From an optimization exercise on the open Yosys and OpenROAD flow, aimed at small area; shortcuts taken in it are not production practice.
Function was checked by simulation only, so behaviour that the tests miss may differ from the original.
Power is estimated from default activity; no workload was simulated.

## flow/run.sh

```bash
#!/bin/bash
# Own layout flow: the standard synthesis unchanged, then the standard ORFS steps with
# minimum-size port buffers and a clock tree built from fewer, larger sink clusters.
set -euo pipefail
bash standard.sh synth > synth.log 2>&1
bash standard.sh \
  "BUFFER_PORTS_ARGS=-buffer_cell sky130_fd_sc_hd__buf_1" \
  "CTS_ARGS=-sink_clustering_enable -repair_clock_nets -dont_use_dummy_load -buf_list {sky130_fd_sc_hd__clkbuf_8 sky130_fd_sc_hd__clkbuf_16} -sink_clustering_size 30 -sink_clustering_max_diameter 80" \
  finish > layout.log 2>&1
```

## standard.sh

```bash
#!/bin/bash
# synth_recipe.tcl (not shown) runs the flow's synth.tcl, then flattens the netlist and writes it again
# the make line also repeats each setting of config.mk as NAME=value (left out here)
make -C /OpenROAD-flow-scripts/flow DESIGN_CONFIG=/design/flow/config.mk WORK_HOME=/design/flow/orfs CLKGATE_MAP_FILE= SYNTH_SCRIPT=/design/flow/synth_recipe.tcl "${@:-finish}"
```

## config.mk

```make
export PLATFORM = sky130hd
export DESIGN_NAME = fu_complete_arbiter
export DESIGN_NICKNAME = fu_complete_arbiter
export VERILOG_FILES = /design/flow/design.v
export SDC_FILE = /design/flow/constraint.sdc
export NUM_CORES = 4
export LEC_CHECK = 0
export CAP_MARGIN = 20
export CORE_MARGIN = 2
export CORE_UTILIZATION = 55
export PLACE_DENSITY = 0.65
export SLEW_MARGIN = 20
```

## constraint.sdc

```tcl
create_clock -name core_clock -period 5.0 [get_ports {clk}]
set_input_delay 1.0000 -clock core_clock [delete_from_list [all_inputs] [get_ports {clk}]]
set_output_delay 1.0000 -clock core_clock [all_outputs]
set_load 0.01 [all_outputs]
```

## design.v

```verilog
package rv32i_types;
  localparam int NUM_FU_DEFAULT = 4;
  typedef struct packed {
    logic        valid;
    logic [4:0]  rd;
    logic [31:0] data;
    logic [31:0] pc;
    logic [31:0] pc_wdata;
    logic [31:0] inst;
    logic [63:0] order;
    logic [4:0]  rs1_addr;
    logic [4:0]  rs2_addr;
    logic [31:0] rs1_rdata;
    logic [31:0] rs2_rdata;
    logic [31:0] mem_addr;
    logic [3:0]  mem_rmask;
    logic [3:0]  mem_wmask;
    logic [31:0] mem_rdata;
    logic [31:0] mem_wdata;
  } cdb_t;
  localparam int CDB_W = 376;   
endpackage
module cdb_fifo (
  input  logic             clk,
  input  logic             rst,
  input  logic             flush,
  input  logic             push,
  input  logic [rv32i_types::CDB_W-1:0] push_data,
  input  logic             pop,
  output logic [rv32i_types::CDB_W-1:0] slot0,
  output logic [rv32i_types::CDB_W-1:0] slot1,
  output logic             empty,
  output logic             full,
  output logic             do_pop,
  output logic             rd_ptr_next,
  output logic             empty_next
);
  logic [rv32i_types::CDB_W-1:0] mem0, mem1;
  logic rd_ptr;
  logic wr_ptr;
  logic do_push;
  logic full_next;
  assign do_pop  = pop & ~empty;
  assign do_push = push & (~full | do_pop);
  assign slot0   = mem0;
  assign slot1   = mem1;
  always_ff @(posedge clk) begin
    if (do_push & ~wr_ptr) mem0 <= push_data;
  end
  always_ff @(posedge clk) begin
    if (do_push & wr_ptr) mem1 <= push_data;
  end
  always_comb begin
    rd_ptr_next = rd_ptr;
    empty_next  = empty;
    full_next   = full;
    if (rst || flush) begin
      rd_ptr_next = 1'b0;
      empty_next  = 1'b1;
      full_next   = 1'b0;
    end else begin
      if (do_pop) rd_ptr_next = ~rd_ptr;
      case ({do_push, do_pop})
        2'b10: begin empty_next = 1'b0; full_next = ~empty; end
        2'b01: begin full_next = 1'b0; empty_next = ~full; end
        default: ;
      endcase
    end
  end
  always_ff @(posedge clk) begin
    rd_ptr <= rd_ptr_next;
    empty  <= empty_next;
    full   <= full_next;
  end
  assign wr_ptr = rd_ptr ^ (~empty & ~full);
endmodule
module fu_complete_arbiter
#(
  parameter int NUM_FU = rv32i_types::NUM_FU_DEFAULT,
  localparam int SRC_W = $clog2(NUM_FU)
) (
  input  logic              clk,
  input  logic              rst,
  input  logic              flush,
  input  logic [NUM_FU-1:0] fu_complete_valid,
  input  logic [NUM_FU*rv32i_types::CDB_W-1:0] fu_complete_data,
  output logic [NUM_FU-1:0] fu_slot_free,
  output logic              cdb_valid,
  output logic [rv32i_types::CDB_W-1:0] cdb_data,
  output logic [SRC_W-1:0]  cdb_src,
  output logic              overflow_err
);
  localparam int W = rv32i_types::CDB_W;
  logic [NUM_FU-1:0][W-1:0] slot0;
  logic [NUM_FU-1:0][W-1:0] slot1;
  logic [NUM_FU-1:0] rd_ptr_next;
  logic [NUM_FU-1:0] empty;
  logic [NUM_FU-1:0] empty_next;
  logic [NUM_FU-1:0] full;
  logic [NUM_FU-1:0] push;
  logic [NUM_FU-1:0] gnt;
  logic [NUM_FU-1:0] pop;
  logic [NUM_FU-1:0] ovf;
  logic [SRC_W-1:0]  rr_ptr;
  logic [SRC_W-1:0]  rr_ptr_next;
  logic [SRC_W-1:0]  grant_idx;
  logic              grant_valid;
  logic [SRC_W-1:0]  grant_idx_next;
  logic              grant_valid_next;
  logic [NUM_FU-1:0] sel0, sel1;
  logic [W-1:0]      sel_data;
  for (genvar i = 0; i < NUM_FU; i++) begin : g_fu
    assign push[i] = fu_complete_valid[i] & ~flush;
    assign gnt[i]  = grant_valid & (grant_idx == SRC_W'(i)) & ~flush;
    assign ovf[i]  = push[i] & full[i] & ~pop[i];
    assign fu_slot_free[i] = empty[i] & ~fu_complete_valid[i];
    logic [W-1:0] s0, s1;
    assign slot0[i] = s0;
    assign slot1[i] = s1;
    cdb_fifo u_fifo (
      .clk         (clk),
      .rst         (rst),
      .flush       (flush),
      .push        (push[i]),
      .push_data   (fu_complete_data[i*W +: W]),
      .pop         (gnt[i]),
      .slot0       (s0),
      .slot1       (s1),
      .empty       (empty[i]),
      .full        (full[i]),
      .do_pop      (pop[i]),
      .rd_ptr_next (rd_ptr_next[i]),
      .empty_next  (empty_next[i])
    );
  end
  function automatic logic [SRC_W:0] rr_pick(input logic [SRC_W-1:0] ptr,
                                             input logic [NUM_FU-1:0] emp);
    int idx;
    rr_pick = '0;
    for (int k = NUM_FU - 1; k >= 0; k--) begin
      idx = int'(ptr) + k;
      if (idx >= NUM_FU) idx = idx - NUM_FU;
      if (!emp[idx]) rr_pick = {1'b1, SRC_W'(idx)};
    end
  endfunction
  assign {grant_valid, grant_idx} = rr_pick(rr_ptr, empty);
  assign rr_ptr_next = (rst || flush) ? '0 :
                       grant_valid    ? grant_idx + 1'b1 : rr_ptr;
  assign {grant_valid_next, grant_idx_next} = rr_pick(rr_ptr_next, empty_next);
  always_ff @(posedge clk) begin
    rr_ptr <= rr_ptr_next;
  end
  always_ff @(posedge clk) begin
    for (int i = 0; i < NUM_FU; i++) begin
      sel0[i] <= grant_valid_next & (grant_idx_next == SRC_W'(i)) & ~rd_ptr_next[i];
      sel1[i] <= grant_valid_next & (grant_idx_next == SRC_W'(i)) &  rd_ptr_next[i];
    end
  end
  always_comb begin
    sel_data = '0;
    for (int i = 0; i < NUM_FU; i++) begin
      sel_data = sel_data | (slot0[i] & {W{sel0[i]}}) | (slot1[i] & {W{sel1[i]}});
    end
  end
  always_ff @(posedge clk) begin
    cdb_data <= sel_data;
    cdb_src  <= grant_idx;
  end
  always_ff @(posedge clk) begin
    if (rst || flush) begin
      cdb_valid <= 1'b0;
    end else begin
      cdb_valid <= grant_valid;
    end
  end
  always_ff @(posedge clk) begin
    if (rst) begin
      overflow_err <= 1'b0;
    end else if (|ovf) begin
      overflow_err <= 1'b1;
    end
  end
endmodule
```

==> summary.md, run 1 <==
| Metric | Value |
|---|---|
| YS warnings | `2` |
| Post-synthesis mux area share | `0.00119` |
| Sequential area share after synthesis | `0.858` |
| Seq cells post-synth | `3410` |
| Initial Util | `0.553` |
| Top post-synthesis cells by area | `edfxtp_1, a22oi_1, dfxtp_1` |
| Post-synthesis simple-gate area fraction | `0.0256` |
| Post-synth EDFFs | `between 3000 and 4000` |
| Synth top area share | `0.787` |
| Post-synth net total | `between 7000 and 8000` |
| Distinct cells, synth | `between 50 and 60` |
| Outcome | `stopped before the end` |
| Count leader, synth | `edfxtp_1` |
| Top FF cell, synth | `edfxtp_1` |
| Adder-Cell Fraction of Synth Area | `0.00175` |
| Chip width | `between 400 and 500 µm` |
| FFs w/ async S/R, synth | `0` |
| Synth Instances | `between 5000 and 6000` |
| Area leader, netlist | `edfxtp_1` |
| Combinational family with the most area after synthesis | `compound AO/OA/AOI/OAI gates` |
| Row cnt | `roughly 170` |
| Synth top cells by count | `edfxtp_1, a22oi_1, dfxtp_1` |
| Post-Synth XOR/XNOR Area | `0.000611` |
| Mapped Avg Cell Area | `19.7 µm²` |
| Cell area after synthesis | `about 110000 µm²` |
| Chip Height | `between 400 and 500 µm` |
| Failing step | `I/O pin placement (3_2_place_iop)` |
| Error msg | `[ERROR PPL-0024] Number of IO pins (1895) exceeds maximum number of available positions (1668). Increase the die perimeter from 1842.76um to 2577.20um.` |
| Compound-Gate Fraction of Synth Area | `0.101` |
## cells by family after synthesis
kind of cell,Yosys count
adders and majority gates,16
xor gates and xnor gates,8
buffers and inverters,360
AOI/OAI and AO/OA,1539
muxes,13
and+or+nand+nor,488
DFF,3410
==> inputs of run 2 (changes only) <==
--- a/config.mk
+++ b/config.mk
@@ -7,6 +7,5 @@
 export LEC_CHECK = 0
 export CAP_MARGIN = 20
 export CORE_MARGIN = 2
-export CORE_UTILIZATION = 55
-export PLACE_DENSITY = 0.65
+export CORE_UTILIZATION = 40
 export SLEW_MARGIN = 20
==> summary.md, run 2 <==
| Metric | Value |
|---|---|
| Outcome | `finished clean` |
| Ports | `between 1500 and 2000` |
| Top post-synthesis cells by area | `edfxtp_1, a22oi_1, dfxtp_1` |
| Hold Path Class | `primary input to flop` |
| Worst hold start | `fu_complete_data[1341]` |
| Final WL | `481000 µm` |
| Htree depth | `4` |
| Adder-Cell Fraction of Synth Area | `0.00175 (unchanged)` |
| Crit path DAT | `between 5 and 6 ns` |
| CTS tree | `yes` |
| Clock latency (worst-skew pair) | `0.88 ns` |
| CP startpoint kind | `flop` |
| YS warnings | `2 (unchanged)` |
| Max incr delay on CP | `0.48 ns` |
| Most frequent CP cell | `nand2_1` |
| Post_cts resized | `0` |
| Final GP Congestion | `1.02` |
| Post-synthesis simple-gate area fraction | `0.0256 (unchanged)` |
| WS Path Type | `flop to flop` |
| Data required, critical path | `~5.7 ns` |
| Final nets | `9261` |
| Root buf cell | `clkbuf_16` |
| Chip Height | `540 µm (+17%)` |
| R2r setup slk | `approximately 0.4 ns` |
| # DRC | `0` |
| RSZ-0062 raised after global routing | `no` |
| Critical Path Sink | `sel1[1]` |
| Rel. slew slack | `0.239` |
| Area of the core | `around 290000 µm²` |
| Max-cap violations | `0` |
| Area growth from synthesis to layout | `15.2%` |
| GRT overflow | `0` |
| Mapped Avg Cell Area | `19.7 µm² (unchanged)` |
| Final Hold Viols | `0` |
| Critical Path Start | `rr_ptr[1]` |
| Total GRT Usage | `0.318` |
| Post CTS Setup Buffer Count | `0` |
| Routed WL per cell | `40.9 µm` |
| Layout cells sized above 1 | `0.0519` |
| Hold Buf Count CTS | `0` |
| R2R cell count | `22` |
| FF-to-FF End | `sel1[1]` |
| Final worst setup slack | `approximately 0.40 ns` |
| Post-synth EDFFs | `3008 (unchanged)` |
| # port buffers | `approximately 1900` |
| FMAX | `approximately 220 MHz` |
| Via count | `~73000` |
| Pleak | `around 40 nW` |
| Cell area after synthesis | `115000 µm² (unchanged)` |
| Slew Limit Fails | `0` |
| Utilization after layout | `0.463` |
| Synth top cells by count | `edfxtp_1, a22oi_1, dfxtp_1` |
| Actual slew at the worst max-slew pin | `about 1.1 ns` |
| Post-route cell area | `~130000 µm²` |
| Distinct cells, synth | `57 (unchanged)` |
| Longest Clk Path Bufs | `4` |
| CP endpoint kind | `flop` |
| Post-Synth XOR/XNOR Area | `0.000611 (unchanged)` |
| Seq cells post-synth | `3410 (unchanged)` |
| Compound-Gate Fraction of Synth Area | `0.101 (unchanged)` |
| Area leader, netlist | `edfxtp_1` |
| Clock sink count | `roughly 3400` |
| Total Die Area | `a little under 300000 µm²` |
| Detail Placement HPWL | `between 300000 and 400000 µm` |
| Place WS | `around 0.3 ns` |
| Min cycle time layout | `~4.6 ns` |
| Chip width | `540 µm (+17%)` |
| CP max stage cell | `or3b_2` |
| First-pass DRT Iterations | `6` |
| Initial antenna violation count | `~420` |
| First-pass GRT wire length | `around 630000 µm` |
| FFs w/ async S/R, synth | `0 (unchanged)` |
| Row cnt | `196 (+17%)` |
| Sequential area share after synthesis | `0.858 (unchanged)` |
| Top FF cell, synth | `edfxtp_1` |
| Layout Skew | `about 0.13 ns` |
| Most frequent cells in the layout | `edfxtp_1, buf_1, a22oi_1` |
| Synth Instances | `5834 (unchanged)` |
| Setup_tns | `0 ns` |
| Total power | `56.0 mW` |
| Count leader, synth | `edfxtp_1` |
| Synth top area share | `0.787 (unchanged)` |
| Largest net degree at the start of global routing | `around 120` |
| Number of global-route vias before repair | `just under 70000` |
| Final setup viols | `0` |
| Critical Path, Cell by Cell | `inv_2 -> ha_4 -> mux2_4 -> nand3_4 -> and2_4 -> nand2_1 -> a21oi_1 -> a21o_1 -> ha_1 -> nand2_1 -> nand2_1 -> nand3b_1 -> ha_1 -> or3b_2 -> and3_1 -> inv_1 -> nand2_1 -> nand2_1 -> nor4_1 -> nand4b_1 -> o2111a_1 -> nor4_1` |
| Biggest regs | `g_fu.u_fifo.mem0 x1504, g_fu.u_fifo.mem1 x1504, cdb_data x376` |
| Cts bufs inserted | `~150` |
| Final worst-path cycle share | `0.920` |
| Crit-path max FO | `7` |
| Final ANT Viol Nets | `0` |
| Max VDD drop | `about 0.00034 V` |
| Most common cell after layout, fill and taps aside | `edfxtp_1` |
| Worst-path clk slew | `roughly 0.11 ns` |
| Post-synth net total | `7361 (unchanged)` |
| Via/cell ratio | `between 6 and 7` |
| Initial drt markers | `~12000` |
| Combinational family with the most area after synthesis | `compound AO/OA/AOI/OAI gates` |
| R2R Path Start | `rr_ptr[1]` |
| Post-synthesis mux area share | `0.00119 (unchanged)` |
| Initial Util | `0.402 (-0.151)` |
| Dpl cell area | `about 130000 µm²` |
| P per Cell Area | `between 400 and 500 nW/µm²` |
run 2: cell counts after synthesis:
No cell type changed its count.
run 2: how the worst min path moves through the flow:
stage                                          end  slack [ns]  depth (start not counted)
after floorplan                        cdb_data[0]        0.44                          2
after global placement                 cdb_data[1]        0.45                          2
after detailed placement             cdb_data[332]        0.45                          2
after CTS                 g_fu[0].u_fifo.mem1[221]        0.22                          1
after global routing      g_fu[3].u_fifo.mem1[221]        0.27                          1
final                     g_fu[3].u_fifo.mem1[213]        0.32                          1
run 2: routing by layer:
| layer | up-vias | part of all wire | global-route usage |
|---|---|---|---|
| li1 | 28300 | - | - |
| met1 | 37500 | 0.36 | 0.413 |
| met2 | 6120 | 0.44 | 0.462 |
| met3 | 1196 | 0.12 | 0.0857 |
| met4 | 154 | 0.071 | 0.228 |
| met5 | - | 0.0021 | 0 |
run 2: logic make-up (layout without fill, tap and decap cells):
group,count (synthesis),count (layout)
AND/OR/NAND/NOR,488,488
XOR/XNOR,8,8
flip-flops,3410,3410
multiplexers,13,13
AO/OA/AOI/OAI,1539,1539
adder cells (fa/ha/maj),16,16
other,0,254
buffers and inverters,360,2258
run 2: stage by stage:
step / instances / hold slack (ns)
2_1_floorplan: 5834 / 0.440
3_3_place_gp: 11300 / 0.448
3_5_place_dp: 11300 / 0.454
4_1_cts: 11500 / 0.221
5_1_grt: 11700 / 0.270
6_report: 11700 / 0.317
run 2: cell type report:
cell class / count / area, µm²
fillers: 24800 / 153000
multi-input cells: 2064 / 15100
clock buffers: 154 / 3850
inverters: 15 / 61.3
flip-flops and latches: 3410 / 98400
well taps: 3762 / 4710
diodes: 254 / 636
repair buffers: 2089 / 9400
run 2: where the power goes:
part	internal, mW	switching (mW)
combinational	2.36	5.85
clock	5.56	8.44
sequential	32.8	1.03
total	40.7	15.3
run 2: worst max-delay path, delay by kind of cell, from the launching register on:
family / cells / cell delay (ns)
flops: 1 / 0.40
mux: 1 / 0.32
compound gates: 3 / 0.58
fa+ha+maj: 3 / 0.86
simple gates: 13 / 2.06
buf+inv: 2 / 0.29
==> inputs of run 3 (changes only) <==
==> flow/run.sh (replaced) <==
#!/bin/bash
# Own layout flow: the standard synthesis unchanged, then a netlist pass that maps the
# CDB register's 8-way AND-OR select onto a222oi cells (flow/remap.py), then the standard
# ORFS steps with minimum-size port buffers and a clock tree of larger sink clusters.
set -euo pipefail
bash standard.sh synth > synth.log 2>&1
R=orfs/results/sky130hd/fu_complete_arbiter/base
python3 flow/remap.py $R/1_2_yosys.v $R/1_2_yosys_remap.v > remap.log 2>&1
mv $R/1_2_yosys_remap.v $R/1_2_yosys.v
rm -f $R/1_synth.odb $R/1_synth.sdc
bash standard.sh \
  "BUFFER_PORTS_ARGS=-buffer_cell sky130_fd_sc_hd__buf_1" \
  "CTS_ARGS=-sink_clustering_enable -repair_clock_nets -dont_use_dummy_load -buf_list {sky130_fd_sc_hd__clkbuf_8 sky130_fd_sc_hd__clkbuf_16} -sink_clustering_size 30 -sink_clustering_max_diameter 80" \
  finish > layout.log 2>&1
==> flow/remap.py (new file) <==
#!/usr/bin/env python3
"""Remap 8-input AND-OR trees in a flat Yosys netlist: every nand4 whose four inputs are
a22oi_1 outputs used only by it (eight AND pairs, ORed) becomes
nand3(a222oi_1, a222oi_1, a22oi_1), which is smaller. Usage: remap.py IN.v OUT.v"""
import re
import sys
from collections import defaultdict

src = open(sys.argv[1]).read()
cell_re = re.compile(r'^  (sky130_fd_sc_hd__\w+) (\S+) \((.*?)\n  \);\n', re.S | re.M)
pin_re = re.compile(r'\.(\w+)\((.*?)\)(?:,|\s*$)', re.S)

cells = {}
order = []
for m in cell_re.finditer(src):
    typ, name, body = m.group(1), m.group(2), m.group(3)
    pins = {p: n.strip() for p, n in pin_re.findall(body)}
    cells[name] = [typ, pins, m.span()]
    order.append(name)

outpins = {'Y', 'X', 'Q', 'Q_N', 'COUT', 'SUM', 'HI', 'LO'}
driver = {}
uses = defaultdict(int)
for name in order:
    typ, pins, _ = cells[name]
    for p, n in pins.items():
        if p in outpins:
            driver[n] = name
        else:
            uses[n] += 1
# nets read by ports or assigns count as extra uses
for n in re.findall(r'^\s*assign\s+\S+\s*=\s*(.+?);', src, re.M):
    uses[n.strip()] += 1

def text(typ, name, pins):
    body = ',\n'.join(f'    .{p}({n}{" " if n.startswith(chr(92)) else ""})'
                       for p, n in pins.items())
    return f'  {typ} {name} (\n{body}\n  );\n'

repl = {}
done = 0
for name in order:
    typ, pins, _ = cells[name]
    if typ != 'sky130_fd_sc_hd__nand4_1':
        continue
    ins = [pins[p] for p in 'ABCD']
    src_cells = [driver.get(n) for n in ins]
    if any(c is None or cells[c][0] != 'sky130_fd_sc_hd__a22oi_1' for c in src_cells):
        continue
    if any(uses[n] != 1 for n in ins) or len(set(src_cells)) != 4:
        continue
    pairs = []
    for c in src_cells:
        p = cells[c][1]
        pairs += [(p['A1'], p['A2']), (p['B1'], p['B2'])]
    c0, c1, c2, c3 = src_cells
    y0, y1, y2 = ins[0], ins[1], ins[2]
    repl[c0] = text('sky130_fd_sc_hd__a222oi_1', c0,
                    {'A1': pairs[0][0], 'A2': pairs[0][1], 'B1': pairs[1][0], 'B2': pairs[1][1],
                     'C1': pairs[2][0], 'C2': pairs[2][1], 'Y': y0})
    repl[c1] = text('sky130_fd_sc_hd__a222oi_1', c1,
                    {'A1': pairs[3][0], 'A2': pairs[3][1], 'B1': pairs[4][0], 'B2': pairs[4][1],
                     'C1': pairs[5][0], 'C2': pairs[5][1], 'Y': y1})
    repl[c2] = text('sky130_fd_sc_hd__a22oi_1', c2,
                    {'A1': pairs[6][0], 'A2': pairs[6][1], 'B1': pairs[7][0], 'B2': pairs[7][1],
                     'Y': y2})
    repl[c3] = ''
    repl[name] = text('sky130_fd_sc_hd__nand3_1', name,
                      {'A': y0, 'B': y1, 'C': y2, 'Y': pins['Y']})
    done += 1

out = []
pos = 0
for name in order:
    if name in repl:
        s, e = cells[name][2]
        out.append(src[pos:s])
        out.append(repl[name])
        pos = e
out.append(src[pos:])
res = ''.join(out)
# the net that fed the removed a22oi is now undriven and unused: drop its wire declaration
open(sys.argv[2], 'w').write(res)
print(f'remapped {done} AND-OR trees')
==> summary.md, run 3 <==
| Metric | Value |
|---|---|
| Outcome | `finished clean` |
| RSZ-0062 raised after global routing | `no` |
| P per Cell Area | `427 nW/µm² (+0.79%)` |
| FF-to-FF End | `sel0[0]` |
| Critical Path, Cell by Cell | `inv_6 -> ha_4 -> mux2_4 -> nand3_4 -> and2_4 -> nand2_1 -> a21oi_1 -> a21o_1 -> ha_1 -> nand2_1 -> nand2_1 -> nand3b_1 -> ha_1 -> or3b_2 -> and3_1 -> mux2i_1 -> buf_4 -> nand2b_1 -> a21o_1 -> a31oi_1 -> nor3_1` |
| Final worst-path cycle share | `0.919 (-0.000954)` |
| R2R Path Start | `rr_ptr[0]` |
| Htree depth | `4 (unchanged)` |
| Chip width | `536 µm (-0.61%)` |
| First-pass DRT Iterations | `14 (+8)` |
| Total GRT Usage | `0.311 (-0.00681)` |
| Final setup viols | `0 (unchanged)` |
| Data required, critical path | `5.64 ns (-0.03 ns)` |
| Final nets | `8883 (-4.1%)` |
| CTS tree | `yes` |
| WP buf/inv | `2 (unchanged)` |
| Place WS | `0.224 ns (-0.0705 ns)` |
| Layout Skew | `0.140 ns (+0.0108 ns)` |
| # port buffers | `1894 (unchanged)` |
| CP startpoint kind | `flop` |
| Clock latency (worst-skew pair) | `0.91 ns (+0.03 ns)` |
| Area growth from synthesis to layout | `15.4%` |
| CP max stage cell | `dfxtp_4` |
| Rel. slew slack | `0.0573 (-0.181)` |
| Slew Limit Fails | `0 (unchanged)` |
| Crit path DAT | `5.23 ns (-0.04 ns)` |
| Pleak | `40.4 nW (+1.5%)` |
| Mapped Avg Cell Area | `20.8 µm² (+5.6%)` |
| Longest Clk Path Bufs | `4 (unchanged)` |
| Cell area after synthesis | `113000 µm² (-1.2%)` |
| Worst-path clk slew | `0.11 ns (about the same)` |
| Chip Height | `536 µm (-0.61%)` |
| Routed wl met3 | `66200 µm (+13%)` |
| Total power | `55.9 mW (-0.29%)` |
| Final Hold Viols | `0 (unchanged)` |
| Hold_ws | `0.287 ns (-0.0296 ns)` |
| Synth Instances | `5458 (-6.4%)` |
| WS Path Type | `flop to flop` |
| Detail Placement HPWL | `334000 µm (-3.2%)` |
| Top routing layer used | `met5` |
| CP endpoint kind | `flop` |
| Final ANT Viol Nets | `0 (unchanged)` |
| R2r setup slk | `0.41 ns (about the same)` |
| Worst hold start | `fu_complete_data[318]` |
| DP Cell Count | `10900 (-3.5%)` |
| Area of the core | `282000 µm² (-1.1%)` |
| Actual slew at the worst max-slew pin | `1.41 ns (+0.272 ns)` |
| Crit-path max FO | `13 (+6)` |
| Initial Util | `0.402 (-0.000493)` |
| FMAX | `218 MHz (+0.10%)` |
| Layout cells sized above 1 | `0.0540 (+0.00212)` |
| Biggest regs | `g_fu.u_fifo.mem0 x1504, g_fu.u_fifo.mem1 x1504, cdb_data x376` |
| Final worst setup slack | `0.405 ns (+0.00477 ns)` |
| Final WL | `467000 µm (-2.9%)` |
| GRT overflow | `0 (unchanged)` |
| Cts bufs inserted | `153 (-0.65%)` |
| Ports | `1895 (unchanged)` |
| Critical path's top delay family | `simple AND/OR/NAND/NOR gates` |
| Hold Path Class | `primary input to flop` |
| Non-Filler Instances | `11400 (-3.1%)` |
| Post-synth net total | `6985 (-5.1%)` |
| Min-Delay Endpoint | `g_fu[0].u_fifo.mem0[318]` |
| YS warnings | `2 (unchanged)` |
| Most common cell after layout, fill and taps aside | `edfxtp_1` |
| Row cnt | `195 (-0.51%)` |
| Wl on met1 | `154000 µm (-11%)` |
| Number of global-route vias before repair | `67300 (-1.9%)` |
| Initial antenna violation count | `421 (+0.96%)` |
| Routed WL per cell | `41.1 µm (+0.29%)` |
| Initial drt markers | `15300 (+22%)` |
| Min cycle time layout | `4.59 ns (-0.00477 ns)` |
| Most frequent cells in the layout | `edfxtp_1, buf_1, a222oi_1` |
| Root buf cell | `clkbuf_16` |
| R2R cell count | `21 (-4.5%)` |
| Most frequent CP cell | `nand2_1` |
| Via count | `71900 (-1.9%)` |
| Final GP Congestion | `0.985 (-3.2%)` |
| Clock sink count | `3410 (unchanged)` |
| Max-cap violations | `0 (unchanged)` |
| WL met2 | `211000 µm (-1.4%)` |
| First-pass GRT wire length | `606000 µm (-3.6%)` |
| Max incr delay on CP | `0.48 ns (about the same)` |
| Via/cell ratio | `6.32 (+1.3%)` |
| # DRC | `0 (unchanged)` |
| Max VDD drop | `0.000354 V (+5.7%)` |
| Total Die Area | `288000 µm² (-1.2%)` |
| Largest net degree at the start of global routing | `129 (+4.0%)` |
| Hold depth | `1 (unchanged)` |
[run 3: per-stage QoR]
step           utilization  area [µm²]   TNS, ns
3_3_place_gp         0.447      126000         0
6_report             0.463      131000         0
3_5_place_dp         0.447      126000         0
5_1_grt              0.463      130000         0
2_1_floorplan            -      113000  -9825.97
4_1_cts              0.461      130000         0
[run 3: routing by layer]
layer | GRT usage | up-vias
met3 | 0.104 | 1222
met2 | 0.463 | 6805
met4 | 0.224 | 160
met1 | 0.381 | 36200
met5 | 0 | -
li1 | - | 27600
[run 3: area by class of cell]
cell class                      instances  area [µm²]
Fill cell                           24400      151000
Sequential cell                      3410       98400
Multi-Input combinational cell       1688       13700
Timing Repair Buffer                 2088        9380
Tap cell                             3743        4680
Clock buffer                          153        3830
Antenna cell                          282         706
Inverter                               15        61.3
[run 3: how the worst max path moves through the flow]
| stage | cells after the start | from | endpoint |
|---|---|---|---|
| floorplan | 15 | rr_ptr[0] | g_fu[0].u_fifo.mem1[0] |
| global placement | 20 | rr_ptr[0] | sel0[2] |
| detailed placement | 21 | rr_ptr[0] | sel1[1] |
| CTS | 20 | rr_ptr[0] | sel0[0] |
| global route | 20 | rr_ptr[0] | sel0[0] |
| finish | 21 | rr_ptr[0] | sel0[0] |
[run 3: timing repair]
action | 4_1_cts | 5_1_grt
endpoints found under the setup margin | 0 | 5
hold buffers | 0 | 0
buffers inserted | 0 | 0
gates resized for setup | 0 | 1
[run 3: worst reg2reg max path: cells and delay by family, from the launching register on]
kind / cells / cell delay [ns]
multiplexers: 2 / 0.54
flip-flops: 1 / 0.48
AND/OR/NAND/NOR: 10 / 1.47
adder cells (fa/ha/maj): 3 / 0.85
buffers and inverters: 2 / 0.22
AO/OA/AOI/OAI: 4 / 0.90
[run 3: power breakdown]
group / internal, mW / leakage [nW] / switching (mW)
combinational: 2.45 / 7.60 / 5.70
clock: 5.52 / 1.89 / 8.38
sequential: 32.8 / 30.9 / 1.02
==> inputs of run 4 (changes only) <==
--- a/flow/run.sh
+++ b/flow/run.sh
@@ -10,5 +10,6 @@
 rm -f $R/1_synth.odb $R/1_synth.sdc
 bash standard.sh \
   "BUFFER_PORTS_ARGS=-buffer_cell sky130_fd_sc_hd__buf_1" \
+  "PLACE_PINS_ARGS=-min_distance 1 -min_distance_in_tracks" \
   "CTS_ARGS=-sink_clustering_enable -repair_clock_nets -dont_use_dummy_load -buf_list {sky130_fd_sc_hd__clkbuf_8 sky130_fd_sc_hd__clkbuf_16} -sink_clustering_size 30 -sink_clustering_max_diameter 80" \
   finish > layout.log 2>&1
--- a/config.mk
+++ b/config.mk
@@ -7,5 +7,6 @@
 export LEC_CHECK = 0
 export CAP_MARGIN = 20
 export CORE_MARGIN = 2
-export CORE_UTILIZATION = 40
+export CORE_UTILIZATION = 55
+export PLACE_DENSITY = 0.65
 export SLEW_MARGIN = 20
==> summary.md, run 4 <==
| Metric | Value |
|---|---|
| Outcome | `stopped before the end` |
| Failing step | `global routing (5_1_grt)` |
| Error msg | `[ERROR GRT-0116] Global routing finished with congestion. Check the congestion regions in the DRC Viewer.` |
| Htree depth | `4 (unchanged)` |
| Place WS | `0.245 ns (+0.0213 ns)` |
| Post-synth net total | `6985 (unchanged)` |
| Ports | `1895 (unchanged)` |
| Number of global-route vias before repair | `roughly 72000` |
| Initial Util | `0.553 (+0.152)` |
| Chip Height | `458 µm (-15%)` |
| # port buffers | `1894 (unchanged)` |
| Longest Clk Path Bufs | `3 (-1)` |
| Synth Instances | `5458 (unchanged)` |
| Post CTS Setup Buffer Count | `0 (unchanged)` |
| Row cnt | `166 (-15%)` |
| Root buf cell | `clkbuf_16` |
| Mapped Avg Cell Area | `20.8 µm² (unchanged)` |
| Chip width | `458 µm (-15%)` |
| Cell area after synthesis | `113000 µm² (unchanged)` |
| Largest net degree at the start of global routing | `between 100 and 150` |
| First-pass GRT wire length | `around 560000 µm` |
| Detail Placement HPWL | `265000 µm (-21%)` |
| Total GRT Usage | `0.388` |
| Cts bufs inserted | `139 (-9.2%)` |
| Final GP Congestion | `1.01 (+2.9%)` |
| GRT overflow | `6` |
| Hold Buf Count CTS | `0 (unchanged)` |
| Post_cts resized | `0 (unchanged)` |
| YS warnings | `2 (unchanged)` |
==> run 4: how the worst max path moves through the flow <==
stage                             endpoint  slack (ns)  cells after the start  startpoint
floorplan           g_fu[0].u_fifo.mem1[0]       -3.30                     15   rr_ptr[0]
global placement                   sel1[3]        0.24                     18   rr_ptr[0]
detailed placement                 sel1[3]        0.25                     18   rr_ptr[0]
CTS                                sel1[3]        0.27                     18   rr_ptr[0]
==> run 4: per-stage QoR <==
step	cell area (µm²)	setup TNS [ns]	instances	power (mW)
2_1_floorplan	113000	-9825.97	5458	37.9
3_3_place_gp	125000	0	9865	41.7
3_5_place_dp	125000	0	9865	41.8
4_1_cts	128000	0	10000	54.3
==> run 4: layer usage <==
layer	overflow	global-route usage
met1	0	0.449
met2	4	0.550
met3	0	0.200
met4	2	0.284
met5	0	0.0193
==> run 4: power by group through the flow <==
stage                     logic (mW)  registers [mW]  clock network [mW]
after floorplan                 3.44            34.4                   0
after global placement          7.49            34.2                   0
after detailed placement        7.54            34.3                   0
after CTS                       7.57            33.6                13.1
==> inputs of run 5 (changes only) <==
--- a/design.v
+++ b/design.v
@@ -27,28 +27,29 @@
   input  logic             push,
   input  logic [rv32i_types::CDB_W-1:0] push_data,
   input  logic             pop,
+  input  logic             wen0,
+  input  logic             wen1,
   output logic [rv32i_types::CDB_W-1:0] slot0,
   output logic [rv32i_types::CDB_W-1:0] slot1,
   output logic             empty,
   output logic             full,
   output logic             do_pop,
   output logic             rd_ptr_next,
-  output logic             empty_next
+  output logic             empty_next,
+  output logic             full_next
 );
   logic [rv32i_types::CDB_W-1:0] mem0, mem1;
   logic rd_ptr;
-  logic wr_ptr;
   logic do_push;
-  logic full_next;
   assign do_pop  = pop & ~empty;
   assign do_push = push & (~full | do_pop);
   assign slot0   = mem0;
   assign slot1   = mem1;
   always_ff @(posedge clk) begin
-    if (do_push & ~wr_ptr) mem0 <= push_data;
+    if (wen0) mem0 <= push_data;
   end
   always_ff @(posedge clk) begin
-    if (do_push & wr_ptr) mem1 <= push_data;
+    if (wen1) mem1 <= push_data;
   end
   always_comb begin
     rd_ptr_next = rd_ptr;
@@ -72,7 +73,6 @@
     empty  <= empty_next;
     full   <= full_next;
   end
-  assign wr_ptr = rd_ptr ^ (~empty & ~full);
 endmodule
 module fu_complete_arbiter
 #(
@@ -97,6 +97,7 @@
   logic [NUM_FU-1:0] empty;
   logic [NUM_FU-1:0] empty_next;
   logic [NUM_FU-1:0] full;
+  logic [NUM_FU-1:0] full_next;
   logic [NUM_FU-1:0] push;
   logic [NUM_FU-1:0] gnt;
   logic [NUM_FU-1:0] pop;
@@ -108,6 +109,8 @@
   logic [SRC_W-1:0]  grant_idx_next;
   logic              grant_valid_next;
   logic [NUM_FU-1:0] sel0, sel1;
+  logic [NUM_FU-1:0] sel0_next, sel1_next;
+  logic [NUM_FU-1:0] wen0, wen1;
   logic [W-1:0]      sel_data;
   for (genvar i = 0; i < NUM_FU; i++) begin : g_fu
     assign push[i] = fu_complete_valid[i] & ~flush;
@@ -124,13 +127,16 @@
       .push        (push[i]),
       .push_data   (fu_complete_data[i*W +: W]),
       .pop         (gnt[i]),
+      .wen0        (wen0[i]),
+      .wen1        (wen1[i]),
       .slot0       (s0),
       .slot1       (s1),
       .empty       (empty[i]),
       .full        (full[i]),
       .do_pop      (pop[i]),
       .rd_ptr_next (rd_ptr_next[i]),
-      .empty_next  (empty_next[i])
+      .empty_next  (empty_next[i]),
+      .full_next   (full_next[i])
     );
   end
   function automatic logic [SRC_W:0] rr_pick(input logic [SRC_W-1:0] ptr,
@@ -150,10 +156,16 @@
   always_ff @(posedge clk) begin
     rr_ptr <= rr_ptr_next;
   end
+  for (genvar i = 0; i < NUM_FU; i++) begin : g_sel
+    assign sel0_next[i] = grant_valid_next & (grant_idx_next == SRC_W'(i)) & ~rd_ptr_next[i];
+    assign sel1_next[i] = grant_valid_next & (grant_idx_next == SRC_W'(i)) &  rd_ptr_next[i];
+  end
   always_ff @(posedge clk) begin
+    sel0 <= sel0_next;
+    sel1 <= sel1_next;
     for (int i = 0; i < NUM_FU; i++) begin
-      sel0[i] <= grant_valid_next & (grant_idx_next == SRC_W'(i)) & ~rd_ptr_next[i];
-      sel1[i] <= grant_valid_next & (grant_idx_next == SRC_W'(i)) &  rd_ptr_next[i];
+      wen0[i] <= empty_next[i] | (~full_next[i] &  rd_ptr_next[i]) | sel0_next[i];
+      wen1[i] <= empty_next[i] | (~full_next[i] & ~rd_ptr_next[i]) | sel1_next[i];
     end
   end
   always_comb begin
--- a/flow/run.sh
+++ b/flow/run.sh
@@ -10,6 +10,5 @@
 rm -f $R/1_synth.odb $R/1_synth.sdc
 bash standard.sh \
   "BUFFER_PORTS_ARGS=-buffer_cell sky130_fd_sc_hd__buf_1" \
-  "PLACE_PINS_ARGS=-min_distance 1 -min_distance_in_tracks" \
   "CTS_ARGS=-sink_clustering_enable -repair_clock_nets -dont_use_dummy_load -buf_list {sky130_fd_sc_hd__clkbuf_8 sky130_fd_sc_hd__clkbuf_16} -sink_clustering_size 30 -sink_clustering_max_diameter 80" \
   finish > layout.log 2>&1
--- a/config.mk
+++ b/config.mk
@@ -7,6 +7,5 @@
 export LEC_CHECK = 0
 export CAP_MARGIN = 20
 export CORE_MARGIN = 2
-export CORE_UTILIZATION = 55
-export PLACE_DENSITY = 0.65
+export CORE_UTILIZATION = 40
 export SLEW_MARGIN = 20
==> summary.md, run 5 <==
| Metric | Value |
|---|---|
| GRT overflow | `0` |
| CTS tree | `yes` |
| # port buffers | `1894 (unchanged)` |
| Slew Limit Fails | `0` |
| Most common cell after layout, fill and taps aside | `edfxtp_1` |
| WS Path Type | `flop to flop` |
| Largest net degree at the start of global routing | `between 100 and 150` |
| Top routing layer used | `met5` |
| Total GRT Usage | `0.302` |
| Final worst-path cycle share | `0.943` |
| Hold Path Class | `primary input to flop` |
| Routed WL per cell | `roughly 40 µm` |
| Final WL | `between 400000 and 500000 µm` |
| P per Cell Area | `447 nW/µm²` |
| Most frequent cells in the layout | `edfxtp_1, buf_1, a222oi_1` |
| Area growth from synthesis to layout | `14.9%` |
| Final setup viols | `0` |
| Crit path DAT | `~5.4 ns` |
| Max-cap violations | `0` |
| Chip width | `537 µm (+17%)` |
| Cts bufs inserted | `154 (+11%)` |
| Initial Util | `0.402 (-0.151)` |
| First-pass DRT Iterations | `11` |
| Post-synth net total | `6993 (+0.11%)` |
| Switching Fraction | `0.274` |
| Final Hold Viols | `0` |
| Proportion of power drawn by combinational gates | `0.147` |
| NetSw | `~16 mW` |
| RSZ-0062 raised after global routing | `no` |
| Utilization after layout | `0.462` |
| Clock sink count | `around 3400` |
| CP max stage cell | `mux4_2` |
| Final worst setup slack | `approximately 0.28 ns` |
| Routed wl met3 | `62200 µm` |
| Total power | `about 58 mW` |
| Wl on met1 | `~160000 µm` |
| Row cnt | `195 (+17%)` |
| Hold_ws | `0.289 ns` |
| Cell area after synthesis | `113000 µm² (+0.16%)` |
| Via/cell ratio | `approximately 6.3` |
| Actual slew at the worst max-slew pin | `about 1.3 ns` |
| Critical Path, Cell by Cell | `inv_1 -> ha_2 -> or3_1 -> a311oi_2 -> nor2_1 -> buf_4 -> nor4_4 -> nor2b_1 -> or3b_1 -> ha_1 -> nor3b_2 -> a211oi_2 -> mux4_2 -> a221o_1 -> nor3b_2 -> o21ai_2 -> o211ai_1` |
| Setup_tns | `0 ns` |
| Root buf cell | `clkbuf_16` |
| Reg power frac | `0.614` |
| Final nets | `between 8000 and 9000` |
| Clock latency (worst-skew pair) | `0.90 ns` |
| CP startpoint kind | `flop` |
| Storage cell area | `approximately 99000 µm²` |
| Worst-path clk slew | `between 0.1 and 0.15 ns` |
| CP endpoint kind | `flop` |
| Layout cells sized above 1 | `0.0495` |
| Min cycle time layout | `between 4 and 5 ns` |
| Place WS | `-0.150 ns (-0.395 ns)` |
| Crit-path max FO | `7` |
| Clock share of power | `0.239` |
| First-pass GRT wire length | `slightly below 600000 µm` |
| YS warnings | `2 (unchanged)` |
| Layout Skew | `around 0.11 ns` |
| Detail Placement HPWL | `315000 µm (+19%)` |
| # fillers | `about 24000` |
| Synth Instances | `5464 (+0.11%)` |
| Initial drt markers | `~14000` |
| Rel. slew slack | `0.165` |
| Chip Height | `537 µm (+17%)` |
| Max incr delay on CP | `about 0.50 ns` |
| Ports | `1895 (unchanged)` |
| Htree depth | `4 (unchanged)` |
| Area of the core | `roughly 280000 µm²` |
| Initial antenna violation count | `~450` |
| Longest Clk Path Bufs | `4 (+1)` |
| Max VDD drop | `approximately 0.00045 V` |
| Data required, critical path | `between 5 and 6 ns` |
| WL met2 | `approximately 210000 µm` |
| Hold Buf Count CTS | `0 (unchanged)` |
| Multi-input gate area | `between 10000 and 15000 µm²` |
| Number of global-route vias before repair | `between 60000 and 70000` |
| Final ANT Viol Nets | `0` |
| Pint | `42.4 mW` |
| Via count | `71200` |
| Outcome | `finished clean` |
| Pleak | `~44 nW` |
| Total Die Area | `288000 µm²` |
| FMAX | `roughly 210 MHz` |
| Biggest regs | `g_fu.u_fifo.mem0 x1504, g_fu.u_fifo.mem1 x1504, cdb_data x376` |
| # DRC | `0` |
| Final GP Congestion | `0.949 (-6.4%)` |
| Most frequent CP cell | `nor3b_2` |
| Mapped Avg Cell Area | `20.8 µm² (about the same)` |
-- run 5: layout make-up --
cell class                 instances  share of cell area
tap                             3743              0.0359
antenna                          290             0.00556
timing repair buffer            2058              0.0681
inverter                          29            0.000835
multi-input combinational       1674               0.104
clock buffer                     154              0.0295
sequential                      3418               0.756
-- run 5: power by group through the flow --
stage	Clock [mW]	Combinational [mW]	Sequential, mW
finish	14.0	8.56	35.8
global route	14.9	8.93	36.0
CTS	14.1	8.40	35.8
detailed placement	0	8.35	36.4
global placement	0	8.31	36.4
floorplan	0	3.24	36.5
-- run 5: critical path: cells and delay by family, from the launching register on --
family | cells | cell delay [ns]
and+or+nand+nor | 7 | 1.67
AOI/OAI and AO/OA | 5 | 1.10
adders and majority gates | 2 | 0.72
muxes | 1 | 0.50
DFF | 1 | 0.37
buffers and inverters | 2 | 0.24
-- run 5: what timing repair did --
item | in CTS | in global routing
setup buffers | 0 | 1
pin swaps | 0 | 3
resized for setup | 1 | 10
endpoints found under the setup margin | 16 | 16
-- run 5: metal layers --
layer  track usage  vias to the layer above
met4         0.195                      162
met1         0.374                    36100
met5             0                        -
li1              -                    27500
met2         0.453                     6194
met3         0.102                     1207
-- run 5: path summary, 6_finish.rpt --
check / startpoint / slack [ns] / to / cells after the start
max: rr_ptr[0] / 0.28 / wen1[1] / 17
min: fu_complete_data[738] / 0.29 / g_fu[1].u_fifo.mem0[362] / 1
max reg2reg: rr_ptr[0] / 0.28 / wen1[1] / 17
min reg2reg: g_fu[2].u_fifo.mem0[282] / 0.41 / cdb_data[282] / 2
-- run 5: stage by stage --
| stage | area, µm² | cells |
|---|---|---|
| after global routing | 130000 | 11200 |
| final | 130000 | 11400 |
| after global placement | 126000 | 10900 |
| after detailed placement | 126000 | 10900 |
| after CTS | 130000 | 11100 |
| after floorplan | 114000 | 5464 |
==> inputs of run 6 (changes only) <==
--- a/flow/run.sh
+++ b/flow/run.sh
@@ -10,5 +10,5 @@
 rm -f $R/1_synth.odb $R/1_synth.sdc
 bash standard.sh \
   "BUFFER_PORTS_ARGS=-buffer_cell sky130_fd_sc_hd__buf_1" \
-  "CTS_ARGS=-sink_clustering_enable -repair_clock_nets -dont_use_dummy_load -buf_list {sky130_fd_sc_hd__clkbuf_8 sky130_fd_sc_hd__clkbuf_16} -sink_clustering_size 30 -sink_clustering_max_diameter 80" \
+  "CTS_ARGS=-sink_clustering_enable -repair_clock_nets -dont_use_dummy_load -buf_list {sky130_fd_sc_hd__clkbuf_8 sky130_fd_sc_hd__clkbuf_16} -sink_clustering_size 30 -sink_clustering_max_diameter 100" \
   finish > layout.log 2>&1
==> summary.md, run 6 <==
| Metric | Value |
|---|---|
| Outcome | `finished clean` |
| Switching Fraction | `0.275 (+0.00115)` |
| Chip width | `537 µm (unchanged)` |
| Final GP Congestion | `0.949 (unchanged)` |
| Dpl cell area | `126000 µm² (unchanged)` |
| Cell area after synthesis | `113000 µm² (unchanged)` |
| Final worst setup slack | `0.240 ns (-0.0446 ns)` |
| Root buf cell | `clkbuf_16` |
| Mapped Avg Cell Area | `20.8 µm² (unchanged)` |
| CTS tree | `yes` |
| Layout Skew | `0.142 ns (+0.0299 ns)` |
| Final Hold Viols | `0 (unchanged)` |
| Longest Clk Path Bufs | `4 (unchanged)` |
| Reg power frac | `0.620 (+0.006)` |
| Worst-path clk slew | `0.11 ns (about the same)` |
| CP startpoint kind | `flop` |
| Most common cell after layout, fill and taps aside | `edfxtp_1` |
| Rel. slew slack | `0.133 (-0.0325)` |
| Row cnt | `195 (unchanged)` |
| Crit path DAT | `5.39 ns (about the same)` |
| NetSw | `15.9 mW (-0.47%)` |
| Most frequent cells in the layout | `edfxtp_1, buf_1, a222oi_1` |
| Initial Util | `0.402 (unchanged)` |
| # port buffers | `1894 (unchanged)` |
| First-pass DRT Iterations | `13 (+2)` |
| # DRC | `0 (unchanged)` |
| Setup_tns | `0 ns (unchanged)` |
| Total GRT Usage | `0.302 (about the same)` |
| Place WS | `-0.150 ns (unchanged)` |
| Ports | `1895 (unchanged)` |
| Area of the core | `282000 µm² (unchanged)` |
| Utilization after layout | `0.461 (-0.00110)` |
| Detail Placement HPWL | `315000 µm (unchanged)` |
| # fillers | `24400 (+0.090%)` |
| Storage cell area | `98600 µm² (unchanged)` |
| Data required, critical path | `5.63 ns (-0.06 ns)` |
| Hold Path Class | `primary input to flop` |
| Cts bufs inserted | `141 (-8.4%)` |
| Clock share of power | `0.233 (-0.006)` |
| Via count | `70900 (-0.33%)` |
| Final WL | `455000 µm (about the same)` |
| Pleak | `44.2 nW (-0.37%)` |
| GR peak layer | `met2` |
| Grt met3 use | `0.105 (+0.00241)` |
| Initial drt markers | `14200 (+0.60%)` |
| Routed WL per cell | `40.0 µm (about the same)` |
| P per Cell Area | `445 nW/µm² (-0.65%)` |
| Synth Instances | `5464 (unchanged)` |
| Post-synth net total | `6993 (unchanged)` |
| Actual slew at the worst max-slew pin | `1.30 ns (+0.0488 ns)` |
| Htree depth | `4 (unchanged)` |
| Min cycle time layout | `4.76 ns (+0.0446 ns)` |
| First-pass GRT wire length | `591000 µm (about the same)` |
| Clock latency (worst-skew pair) | `0.89 ns (about the same)` |
| Clock sink count | `3418 (unchanged)` |
| YS warnings | `2 (unchanged)` |
| GR Util met2 | `0.455 (+0.00219)` |
| GRT met1 Usage | `0.373 (-0.00153)` |
| Slew Limit Fails | `0 (unchanged)` |
| RSZ-0062 raised after global routing | `no` |
| Crit-path max FO | `5 (-2)` |
| GRT overflow | `0 (unchanged)` |
| Pint | `41.9 mW (-1.0%)` |
| Hold_ws | `0.305 ns (+0.0158 ns)` |
| Proportion of power drawn by combinational gates | `0.148 (about the same)` |
| Post-route cell area | `130000 µm² (-0.24%)` |
| CP endpoint kind | `flop` |
| Largest net degree at the start of global routing | `143 (unchanged)` |
| Max VDD drop | `0.000453 V (-0.18%)` |
| WS Path Type | `flop to flop` |
| Chip Height | `537 µm (unchanged)` |
| FMAX | `210 MHz (-0.94%)` |
| Final nets | `8851 (-0.15%)` |
| Max-cap violations | `0 (unchanged)` |
| Multi-input gate area | `13600 µm² (-0.10%)` |
| Total Die Area | `288000 µm² (unchanged)` |
| Layout cells sized above 1 | `0.0477 (-0.00182)` |
| Biggest regs | `g_fu.u_fifo.mem0 x1504, g_fu.u_fifo.mem1 x1504, cdb_data x376` |
| Final ANT Viol Nets | `0 (unchanged)` |
| Final setup viols | `0 (unchanged)` |
| Initial antenna violation count | `468 (+3.8%)` |
| Number of global-route vias before repair | `66400 (-0.20%)` |
| Via/cell ratio | `6.24 (-0.32%)` |
| Final worst-path cycle share | `0.952 (+0.00892)` |
| Area growth from synthesis to layout | `14.7%` |
[run 6: path summary, 6_finish.rpt]
path                       endpoint                startpoint  cells after the start  slack [ns]
max                         wen1[1]                 rr_ptr[0]                     18        0.24
min          g_fu[1].u_fifo.mem0[5]     fu_complete_data[381]                      1        0.31
max reg2reg                 wen1[1]                 rr_ptr[0]                     18        0.24
min reg2reg           cdb_data[153]  g_fu[2].u_fifo.mem1[153]                      2        0.42
[run 6: critical path, cell delays in order (launching register included)]
cell,delay [ns]
dfxtp_1,0.33
buf_4,0.16
ha_1,0.20
nor2b_1,0.14
or3_1,0.40
a311oi_2,0.33
nor2_1,0.09
buf_4,0.16
nor4_4,0.26
nor2b_1,0.09
or3b_1,0.40
ha_1,0.38
a211oi_2,0.52
mux2i_1,0.18
buf_4,0.18
o2111ai_1,0.38
nor3b_2,0.12
o21ai_2,0.22
o211ai_1,0.10
[run 6: repair_timing]
action	4_1_cts	5_1_grt
pin swaps	0	3
resized for setup	1	8
setup endpoints to repair	16	16
hold buffers	0	0
setup buffers	0	1
[run 6: metal layers]
| metal | vias to the layer above | share of wire |
|---|---|---|
| met5 | - | 0.0027 |
| met4 | 190 | 0.062 |
| met3 | 1148 | 0.14 |
| met2 | 5931 | 0.46 |
| met1 | 36100 | 0.34 |
| li1 | 27500 | - |
[run 6: metrics by stage]
| stage | instances | power [mW] |
|---|---|---|
| 2_1_floorplan | 5464 | 39.7 |
| 3_3_place_gp | 10900 | 44.7 |
| 3_5_place_dp | 10900 | 44.8 |
| 4_1_cts | 11100 | 57.7 |
| 5_1_grt | 11200 | 59.3 |
| 6_report | 11400 | 57.8 |
[run 6: power groups by stage]
stage	combinational, mW	clock (mW)	sequential [mW]
4_1_cts	8.40	13.5	35.8
6_report	8.55	13.5	35.8
5_1_grt	8.91	14.4	36.0
3_5_place_dp	8.35	0	36.4
2_1_floorplan	3.24	0	36.5
3_3_place_gp	8.31	0	36.4
[run 6: final cells by class]
cell class / instances / share of cell area
multi-input combinational: 1674 / 0.104
inverter: 29 / 0.000837
antenna: 301 / 0.00579
clock buffer: 141 / 0.0271
tap: 3743 / 0.0360
sequential: 3418 / 0.758
timing repair buffer: 2058 / 0.0682
==> inputs of run 7 (changes only) <==
--- a/flow/run.sh
+++ b/flow/run.sh
@@ -10,5 +10,6 @@
 rm -f $R/1_synth.odb $R/1_synth.sdc
 bash standard.sh \
   "BUFFER_PORTS_ARGS=-buffer_cell sky130_fd_sc_hd__buf_1" \
+  "PLACE_PINS_ARGS=-min_distance 1 -min_distance_in_tracks" \
   "CTS_ARGS=-sink_clustering_enable -repair_clock_nets -dont_use_dummy_load -buf_list {sky130_fd_sc_hd__clkbuf_8 sky130_fd_sc_hd__clkbuf_16} -sink_clustering_size 30 -sink_clustering_max_diameter 100" \
   finish > layout.log 2>&1
--- a/config.mk
+++ b/config.mk
@@ -7,5 +7,5 @@
 export LEC_CHECK = 0
 export CAP_MARGIN = 20
 export CORE_MARGIN = 2
-export CORE_UTILIZATION = 40
+export CORE_UTILIZATION = 46
 export SLEW_MARGIN = 20
==> summary.md, run 7 <==
| Metric | Value |
|---|---|
| Failing step | `global routing (5_1_grt)` |
| # port buffers | `1894 (unchanged)` |
| First-pass GRT wire length | `548000 µm` |
| Number of global-route vias before repair | `between 70000 and 80000` |
| Post_cts resized | `0 (-1)` |
| Hold Buf Count CTS | `0 (unchanged)` |
| Longest Clk Path Bufs | `3 (-1)` |
| Detail Placement HPWL | `262000 µm (-17%)` |
| Cell area after synthesis | `113000 µm² (unchanged)` |
| Dpl cell area | `125000 µm² (-0.55%)` |
| Total GRT Usage | `0.314` |
| Final GP Congestion | `0.943 (-0.67%)` |
| YS warnings | `2 (unchanged)` |
| Chip Height | `501 µm (-6.7%)` |
| Error msg | `[ERROR GRT-0116] Global routing finished with congestion. Check the congestion regions in the DRC Viewer.` |
| Chip width | `501 µm (-6.7%)` |
| Ports | `1895 (unchanged)` |
| Place WS | `0.126 ns (+0.277 ns)` |
| Cts bufs inserted | `134 (-5.0%)` |
| Post CTS Setup Buffer Count | `0 (unchanged)` |
| Synth Instances | `5464 (unchanged)` |
| Post-synth net total | `6993 (unchanged)` |
| Root buf cell | `clkbuf_16` |
| Row cnt | `182 (-6.7%)` |
| GRT overflow | `4` |
| Htree depth | `4 (unchanged)` |
| Mapped Avg Cell Area | `20.8 µm² (unchanged)` |
| Outcome | `stopped before the end` |
| Initial Util | `0.462 (+0.0599)` |
| DP Cell Count | `10400 (-4.9%)` |
| Largest net degree at the start of global routing | `133` |
run 7: metal layers:
| metal | global-route usage | overflow |
|---|---|---|
| met2 | 0.486 | 4 |
| met1 | 0.354 | 0 |
| met3 | 0.133 | 0 |
| met5 | 0.0166 | 0 |
| met4 | 0.212 | 0 |
run 7: worst max-delay path by stage:
| stage | start | slack, ns | endpoint | cells after the start |
|---|---|---|---|---|
| floorplan | wen0[2] | -0.23 | g_fu[2].u_fifo.mem0[0] | 0 |
| CTS | rr_ptr[0] | 0.08 | wen1[3] | 17 |
| detailed placement | rr_ptr[0] | 0.13 | wen0[1] | 17 |
| global placement | rr_ptr[0] | 0.1 | wen1[3] | 17 |
run 7: power groups by stage:
| stage | Sequential (mW) | Clock [mW] | Combinational, mW |
|---|---|---|---|
| floorplan | 36.5 | 0 | 3.24 |
| global placement | 36.1 | 0 | 8.11 |
| CTS | 35.5 | 13.0 | 8.19 |
| detailed placement | 36.2 | 0 | 8.16 |
==> inputs of run 8 (changes only) <==
--- a/flow/run.sh
+++ b/flow/run.sh
@@ -10,6 +10,5 @@
 rm -f $R/1_synth.odb $R/1_synth.sdc
 bash standard.sh \
   "BUFFER_PORTS_ARGS=-buffer_cell sky130_fd_sc_hd__buf_1" \
-  "PLACE_PINS_ARGS=-min_distance 1 -min_distance_in_tracks" \
   "CTS_ARGS=-sink_clustering_enable -repair_clock_nets -dont_use_dummy_load -buf_list {sky130_fd_sc_hd__clkbuf_8 sky130_fd_sc_hd__clkbuf_16} -sink_clustering_size 30 -sink_clustering_max_diameter 100" \
   finish > layout.log 2>&1
--- a/config.mk
+++ b/config.mk
@@ -5,7 +5,7 @@
 export SDC_FILE = /design/flow/constraint.sdc
 export NUM_CORES = 4
 export LEC_CHECK = 0
-export CAP_MARGIN = 20
+export CAP_MARGIN = 10
 export CORE_MARGIN = 2
-export CORE_UTILIZATION = 46
-export SLEW_MARGIN = 20
+export CORE_UTILIZATION = 40
+export SLEW_MARGIN = 10
==> summary.md, run 8 <==
| Metric | Value |
|---|---|
| Outcome | `finished clean` |
| Via/cell ratio | `~6.2` |
| Pleak | `between 40 and 50 nW` |
| Post-route cell area | `roughly 130000 µm²` |
| Final ANT Viol Nets | `0` |
| Storage cell area | `98600 µm²` |
| CP endpoint kind | `flop` |
| FMAX | `210 MHz` |
| Routed WL per cell | `40.0 µm` |
| CP startpoint kind | `flop` |
| Most common cell after layout, fill and taps aside | `edfxtp_1` |
| Cts bufs inserted | `141 (+5.2%)` |
| Utilization after layout | `0.461` |
| Min cycle time layout | `approximately 4.8 ns` |
| Initial drt markers | `around 14000` |
| Final setup viols | `0` |
| Total GRT Usage | `0.302` |
| Initial antenna violation count | `~470` |
| Chip width | `537 µm (+7.2%)` |
| Longest Clk Path Bufs | `4 (+1)` |
| Place WS | `-0.150 ns (-0.277 ns)` |
| Dpl cell area | `126000 µm² (+0.55%)` |
| Layout cells sized above 1 | `0.0477` |
| Post-synth net total | `6993 (unchanged)` |
| Max-cap violations | `0` |
| Htree depth | `4 (unchanged)` |
| Synth Instances | `5464 (unchanged)` |
| P per Cell Area | `between 400 and 500 nW/µm²` |
| CTS tree | `yes` |
| Crit path DAT | `5.39 ns` |
| Final nets | `8851` |
| # fillers | `about 24000` |
| Final Hold Viols | `0` |
| Row cnt | `195 (+7.1%)` |
| Number of global-route vias before repair | `around 66000` |
| Actual slew at the worst max-slew pin | `1.30 ns` |
| Setup_tns | `0 ns` |
| Multi-input gate area | `between 10000 and 15000 µm²` |
| Final WL | `455000 µm` |
| Rel. slew slack | `0.133` |
| Via count | `between 70000 and 80000` |
| Area growth from synthesis to layout | `14.7%` |
| RSZ-0062 raised after global routing | `no` |
| Clock latency (worst-skew pair) | `0.89 ns` |
| Root buf cell | `clkbuf_16` |
| First-pass GRT wire length | `just under 600000 µm` |
| Worst-path clk slew | `roughly 0.11 ns` |
| Ports | `1895 (unchanged)` |
| Most frequent cells in the layout | `edfxtp_1, buf_1, a222oi_1` |
| Slew Limit Fails | `0` |
| # DRC | `0` |
| Detail Placement HPWL | `315000 µm (+20%)` |
| # port buffers | `1894 (unchanged)` |
| YS warnings | `2 (unchanged)` |
| Biggest regs | `g_fu.u_fifo.mem0 x1504, g_fu.u_fifo.mem1 x1504, cdb_data x376` |
| Hold_ws | `0.305 ns` |
| Initial Util | `0.402 (-0.0599)` |
| Area of the core | `approximately 280000 µm²` |
| Cell area after synthesis | `113000 µm² (unchanged)` |
| Final worst setup slack | `around 0.24 ns` |
| Hold Path Class | `primary input to flop` |
| WS Path Type | `flop to flop` |
| Total Die Area | `roughly 290000 µm²` |
| Chip Height | `537 µm (+7.2%)` |
| Crit-path max FO | `5` |
| Data required, critical path | `5.63 ns` |
| Final worst-path cycle share | `0.952` |
| Final GP Congestion | `0.949 (+0.68%)` |
| First-pass DRT Iterations | `13` |
| Largest net degree at the start of global routing | `~140` |
| Mapped Avg Cell Area | `20.8 µm² (unchanged)` |
| Layout Skew | `0.142 ns` |
| GRT overflow | `0` |
| Max VDD drop | `between 0.0004 and 0.0005 V` |
| Clock sink count | `3418` |
## run 8: path summary, 6_finish.rpt
check | end | slack (ns) | startpoint | cells past startpoint
worst min register to register | cdb_data[153] | 0.42 | g_fu[2].u_fifo.mem1[153] | 2
worst max register to register | wen1[1] | 0.24 | rr_ptr[0] | 18
worst max-delay path | wen1[1] | 0.24 | rr_ptr[0] | 18
worst min-delay path | g_fu[1].u_fifo.mem0[5] | 0.31 | fu_complete_data[381] | 1
## run 8: metal layers
metal  track usage  vias to the layer above  wire length, µm
li1              -                    27500                -
met1         0.373                    36100           156000
met2         0.455                     5931           208000
met3         0.105                     1148            62200
met4         0.190                      190            28200
met5             0                        -             1210
## run 8: cell type report
type | instances | area share
diodes | 301 | 0.00579
clock buffers | 141 | 0.0271
inverters | 29 | 0.000837
multi-input cells | 1674 | 0.104
flip-flops and latches | 3418 | 0.758
well taps | 3743 | 0.0360
repair buffers | 2058 | 0.0682
## run 8: power breakdown
part | leakage (nW) | total [mW] | switching [mW] | internal [mW]
Clock | 1.74 | 13.5 | 8.34 | 5.12
Combinational | 7.34 | 8.55 | 5.96 | 2.59
Sequential | 35.1 | 35.8 | 1.62 | 34.2
Total | 44.2 | 57.8 | 15.9 | 41.9
## run 8: worst max-delay path, cell delays in order (launching register included)
cell       delay (ns)
dfxtp_1          0.33
buf_4            0.16
ha_1             0.20
nor2b_1          0.14
or3_1            0.40
a311oi_2         0.33
nor2_1           0.09
buf_4            0.16
nor4_4           0.26
nor2b_1          0.09
or3b_1           0.40
ha_1             0.38
a211oi_2         0.52
mux2i_1          0.18
buf_4            0.18
o2111ai_1        0.38
nor3b_2          0.12
o21ai_2          0.22
o211ai_1         0.10
## run 8: repair_timing
item                                   in CTS  in global routing
hold buffers                                0                  0
gates resized for setup                     1                  8
setup endpoints to repair                  16                 16
endpoints found under the hold margin       0                  0
buffers inserted                            0                  1
pin swaps                                   0                  3
## run 8: stage by stage
stage	std cells	total power, mW
2_1_floorplan	5464	39.7
3_3_place_gp	10900	44.7
3_5_place_dp	10900	44.8
4_1_cts	11100	57.7
5_1_grt	11200	59.3
6_report	11400	57.8

## afterwards: timing with drivers on the ports
In the flow no input, the clock included, has a driving cell. The finished layouts below were timed again as built, in two steps.
Step 1 sets driving cells, clkbuf_16 on the clock port and buf_2 on the other inputs (assumed; they add their load-dependent delay and slew).
Step 2 moves the port delays by t, midway between the first and last clock arrival at a register: inputs arrive t later, outputs are due t later. That takes back most of the time a late clock gives input paths.
Three values: ideal, step 1, step 2; two values: the first two.
run | shift t [ns] | setup WS [ns] | worst hold slack (ns) | pins driven straight from the clock port
run 2 | 0.915 | 0.400 / 0.400 / 0.400 | 0.317 / 0.248 / 0.428 | 1
run 3 | 0.948 | 0.405 / 0.405 / 0.405 | 0.287 / 0.225 / 0.408 | 1
run 5 | 0.928 | 0.285 / 0.285 / 0.285 | 0.289 / 0.212 / 0.409 | 1
run 6 | 0.923 | 0.240 / 0.240 / 0.240 | 0.305 / 0.227 / 0.416 | 1
run 8 | 0.923 | 0.240 / 0.240 / 0.240 | 0.305 / 0.227 / 0.416 | 1
After both steps every run listed still meets setup and hold.
